This design comes from an exercise in tuning for small area and a short achievable clock period on the open sky130 flow, not from production work.
Only simulation tests tie the RTL to the original design; equivalence was not proved.
Power figures rest on the tool's default switching activity, not on a simulated workload.

build 50:
==> flow/design.v <==
`timescale 1ns/1ps
module input_buffer #(
	parameter int flit_w = 28
) (
	input  logic              clk,
	input  logic              reset,
	input  logic [1:0]        cur_row,
	input  logic [1:0]        cur_col,
	input  logic [flit_w-1:0] flit_in,
	input  logic              write,
	input  logic              pop,
	output logic [flit_w-1:0] head,
	output logic [4:0]        req,
	output logic              full
);
	logic [flit_w-1:0] mem [4];
	logic [3:0]        wr_oh;
	logic [3:0]        rd_oh;
	logic [3:0]        wr_nx;
	logic [3:0]        rd_nx;
	logic              head_valid;
	logic              do_write;
	logic [3:0]        second;
	logic [4:0]        in_req;
	logic [4:0]        sec_req;
	logic              more;
	assign do_write = write && !full;
	assign wr_nx    = {wr_oh[2:0], wr_oh[3]};
	assign rd_nx    = {rd_oh[2:0], rd_oh[3]};
	always_comb begin
		head = '0;
		for (int s = 0; s < 4; s++)
			head = head | (mem[s] & {flit_w{rd_oh[s]}});
		second = '0;
		for (int s = 0; s < 4; s++)
			second = second | (mem[s][27:24] & {4{rd_nx[s]}});
	end
	function automatic logic [4:0] xy_route(input logic [3:0] dest, input logic [1:0] row,
		input logic [1:0] col);
		logic       c_lt;
		logic       c_eq;
		logic       r_lt;
		logic       r_eq;
		begin
			c_lt = (!dest[1] && col[1]) || (!(dest[1] ^ col[1]) && !dest[0] && col[0]);
			c_eq = !(dest[1] ^ col[1]) && !(dest[0] ^ col[0]);
			r_lt = (!dest[3] && row[1]) || (!(dest[3] ^ row[1]) && !dest[2] && row[0]);
			r_eq = !(dest[3] ^ row[1]) && !(dest[2] ^ row[0]);
			xy_route = {c_eq && r_lt, !c_lt && !c_eq, c_eq && !r_lt && !r_eq, c_lt, c_eq && r_eq};
		end
	endfunction
	assign in_req  = xy_route(flit_in[27:24], cur_row, cur_col);
	assign sec_req = xy_route(second, cur_row, cur_col);
	assign more    = rd_nx != wr_oh;	 
	always_ff @(posedge clk) begin
		if (reset)
			req <= '0;
		else if (pop)
			req <= more ? sec_req : (do_write ? in_req : 5'b0);
		else if (!head_valid)
			req <= do_write ? in_req : 5'b0;
	end
	always_ff @(posedge clk) begin
		if (reset) begin
			wr_oh      <= 4'b0001;
			rd_oh      <= 4'b0001;
			head_valid <= 1'b0;
			full       <= 1'b0;
		end else begin
			if (do_write)
				wr_oh <= wr_nx;
			if (pop)
				rd_oh <= rd_nx;
			full       <= !pop && (do_write ? (wr_nx == rd_oh) : full);
			head_valid <= do_write || (pop ? more : head_valid);
		end
	end
	always_ff @(posedge clk) begin
		for (int s = 0; s < 4; s++)
			if (do_write && wr_oh[s])
				mem[s] <= flit_in;
	end
endmodule
`timescale 1ns/1ps
module route_alloc (
	input  logic        clk,
	input  logic        reset,
	input  logic [24:0] req,	 
	input  logic [4:0]  full_in,
	output logic [24:0] win,	 
	output logic [4:0]  pop,
	output logic [4:0]  grant
);
	logic [4:0] ptr [5];
	logic [4:0] r   [5];
	logic [4:0] w   [5];
	always_comb begin
		pop = '0;
		for (int o = 0; o < 5; o++) begin
			for (int i = 0; i < 5; i++)
				r[o][i] = req[5*i+o];
			for (int i = 0; i < 5; i++) begin
				logic any;
				any = 1'b0;
				for (int k = 0; k < 5; k++) begin
					logic clear;
					clear = 1'b1;
					for (int d = 0; d < 5; d++)
						if (d < ((i - k + 5) % 5))
							clear = clear & !r[o][(k + d) % 5];
					any = any | (ptr[o][k] & clear);
				end
				w[o][i] = r[o][i] & any;
			end
			win[5*o +: 5] = w[o];
			grant[o]      = (|r[o]) & !full_in[o];
			for (int i = 0; i < 5; i++)
				pop[i] = pop[i] | (w[o][i] & !full_in[o]);
		end
	end
	always_ff @(posedge clk) begin
		for (int o = 0; o < 5; o++) begin
			if (reset)
				ptr[o] <= 5'b00001;
			else if (grant[o])
				ptr[o] <= {w[o][3:0], w[o][4]};
		end
	end
endmodule
`timescale 1ns/1ps
module switch_traversal #(
	parameter int flit_w = 28
) (
	input  logic              clk,
	input  logic              reset,
	input  logic [5*flit_w-1:0] heads,
	input  logic [24:0]       win,	 
	input  logic [4:0]        grant,
	output logic [5*flit_w-1:0] flit_out,
	output logic [4:0]        valid_out
);
	always_ff @(posedge clk) begin
		if (reset)
			valid_out <= '0;
		else
			valid_out <= grant;
	end
	always_ff @(posedge clk) begin
		for (int o = 0; o < 5; o++) begin
			logic [flit_w-1:0] f;
			f = '0;
			for (int i = 0; i < 5; i++)
				f = f | (heads[i*flit_w +: flit_w] & {flit_w{win[5*o+i]}});
			flit_out[o*flit_w +: flit_w] <= f;
		end
	end
endmodule
`timescale 1ns/1ps
module mesh_router #(
	parameter int buffer_depth = 4,
	parameter int route_alg    = 0	 
) (
	input  logic         clk,
	input  logic         reset,
	input  logic [3:0]   router_id,
	input  logic [139:0] flit_in,
	input  logic [4:0]   valid_in,
	output logic [4:0]   full_out,
	output logic [139:0] flit_out,
	output logic [4:0]   valid_out,
	input  logic [4:0]   full_in
);
	localparam int flit_w = 28;
	logic [5*flit_w-1:0] heads;
	logic [24:0]         req;
	logic [24:0]         win;
	logic [4:0]          pop;
	logic [4:0]          grant;
	logic [3:0]          rid;
	always_ff @(posedge clk)
		rid <= router_id;
	for (genvar p = 0; p < 5; p++) begin : g_in_port
		input_buffer #(
			.flit_w(flit_w)
		) input_buffer_i (
			.clk    (clk),
			.reset  (reset),
			.cur_row(rid[3:2]),
			.cur_col(rid[1:0]),
			.flit_in(flit_in[p*flit_w +: flit_w]),
			.write  (valid_in[p]),
			.pop    (pop[p]),
			.head   (heads[p*flit_w +: flit_w]),
			.req    (req[5*p +: 5]),
			.full   (full_out[p])
		);
	end
	route_alloc route_alloc_i (
		.clk    (clk),
		.reset  (reset),
		.req    (req),
		.full_in(full_in),
		.win    (win),
		.pop    (pop),
		.grant  (grant)
	);
	switch_traversal #(
		.flit_w(flit_w)
	) switch_traversal_i (
		.clk      (clk),
		.reset    (reset),
		.heads    (heads),
		.win      (win),
		.grant    (grant),
		.flit_out (flit_out),
		.valid_out(valid_out)
	);
endmodule
Settings: LEC_CHECK=0, CAP_MARGIN=20, CORE_MARGIN=2, CORE_UTILIZATION=60, CTS_BUF_LIST=sky130_fd_sc_hd__clkbuf_4 sky130_fd_sc_hd__clkbuf_8, SLEW_MARGIN=20; clock period 8.0 ns.
run.sh (not shown) runs the stock make flow with config.mk's settings and CLKGATE_MAP_FILE= SYNTH_SCRIPT=/design/flow/synth_recipe.tcl, a recipe that flattens the netlist after the stock synthesis.
[inputs] build 9 vs build 50
Settings: CTS_BUF_LIST: sky130_fd_sc_hd__clkbuf_4 sky130_fd_sc_hd__clkbuf_8 -> unset; SETUP_SLACK_MARGIN: unset -> 5.
==> flow/flow/run.sh (new file) <==
#!/bin/bash
# The standard layout with two changes: the port buffers are buf_2 cells instead of
# the delay buffers buffer_ports picks by default, and the clock tree clusters
# more registers per leaf buffer and adds no dummy loads
set -euo pipefail
CTS="-sink_clustering_enable -repair_clock_nets -sink_clustering_size 24 -sink_clustering_max_diameter 80"
CTS="$CTS -buf_list {sky130_fd_sc_hd__clkbuf_8 sky130_fd_sc_hd__clkbuf_16} -dont_use_dummy_load"
bash standard.sh BUFFER_PORTS_ARGS="-buffer_cell sky130_fd_sc_hd__buf_2" CTS_ARGS="$CTS" finish \
	> standard_flow.log 2>&1
==> flow/standard.sh (new file) <==
#!/bin/bash
# synth_recipe.tcl (not shown) runs the flow's synth.tcl, then flattens the netlist and writes it again
# the make line also repeats each setting of config.mk as NAME=value (left out here)
make -C /OpenROAD-flow-scripts/flow DESIGN_CONFIG=/design/flow/config.mk WORK_HOME=/design/flow/orfs CLKGATE_MAP_FILE= SYNTH_SCRIPT=/design/flow/synth_recipe.tcl "${@:-finish}"
removed: flow/run.sh
[summary]
Build 50 → build 9: number of sequential storage elements barely changed, clock share of power dropped 9.2 points, critical path's largest stage delay barely changed. In build 9 the critical path depth turned out 1 higher than in build 50. When the final numbers for build 50 and build 9 were put side by side, the max-slew headroom at the worst pin turned out to be smaller in build 9. Status: register cell area after layout parity (build 50, build 9). Build 9 vs. build 50: final period demand of the worst path went down by 590 ps. When build 9 is set beside build 50, its fraction of the cycle the final worst path needs turns out to be 7.4 points smaller. Compared with build 50, build 9 shows maximum frequency that has gone up by more than 10%. Lower clock-pin slew on the worst setup and hold paths goes to build 50 over build 9.
Here is what was changed in the inputs of build 27 compared with build 9.
Settings: CORE_UTILIZATION now 40, was 60; SETUP_SLACK_MARGIN no longer set, was 5.
==> flow/run.sh (new file) <==
#!/bin/bash
# synth_recipe.tcl (not shown) runs the flow's synth.tcl, then flattens the netlist and writes it again
# the make line also repeats each setting of config.mk as NAME=value (left out here)
make -C /OpenROAD-flow-scripts/flow DESIGN_CONFIG=/design/flow/config.mk WORK_HOME=/design/flow/orfs CLKGATE_MAP_FILE= SYNTH_SCRIPT=/design/flow/synth_recipe.tcl finish
removed: flow/flow/run.sh
removed: flow/standard.sh
Findings:
[build 27] total met3 wirelength after detailed routing fell 690 microns relative to build 9
Build 27 vs. build 9: net switching share of the total power now sits lower; global-route total usage across every layer fell 11 points; global-route met1 utilization lost 14 points; net count reported at finish now larger; total power draw moved up.
Arrival time at the worst endpoint (lower): build 9
Slowest cell on the critical path: sky130_fd_sc_hd__dfxtp_1 -> build 9, sky130_fd_sc_hd__clkdlybuf4s50_1 -> build 27
NOTE: H-tree level count in build 27 exceeds that of build 9

[what the ideal ports hide]
How much do the figures lean on ideal ports? The routed layouts below were timed once more, with nothing changed but the port constraints. Step 1: set_driving_cell puts a clkbuf_16 on clk and a buf_2 on each other input, an assumption about the parent block. Step 2 moves the port delays by t, midway between the first and last clock arrival at a register: inputs arrive t later, outputs are due t later. That takes back most of the time a late clock gives input paths. Three values: no drivers, after step 1, after step 2; two values: the first two.
| run | shift t [ns] | slack for setup (ns) | worst data-port slew with drivers (ns) |
|---|---|---|---|
| build 50 | 0.847 | 4.482 / 4.512 / 3.666 | 0.12 |
| build 9 | 0.663 | 5.071 / 5.071 / 4.496 | 0.10 |
| build 27 | 0.688 | 4.401 / 4.413 / 3.726 | 0.15 |
After both steps setup and hold are still met in every run listed. The setup slack of build 50, which loses most, moves by +0.030 ns with the drivers and by -0.816 ns with both steps.
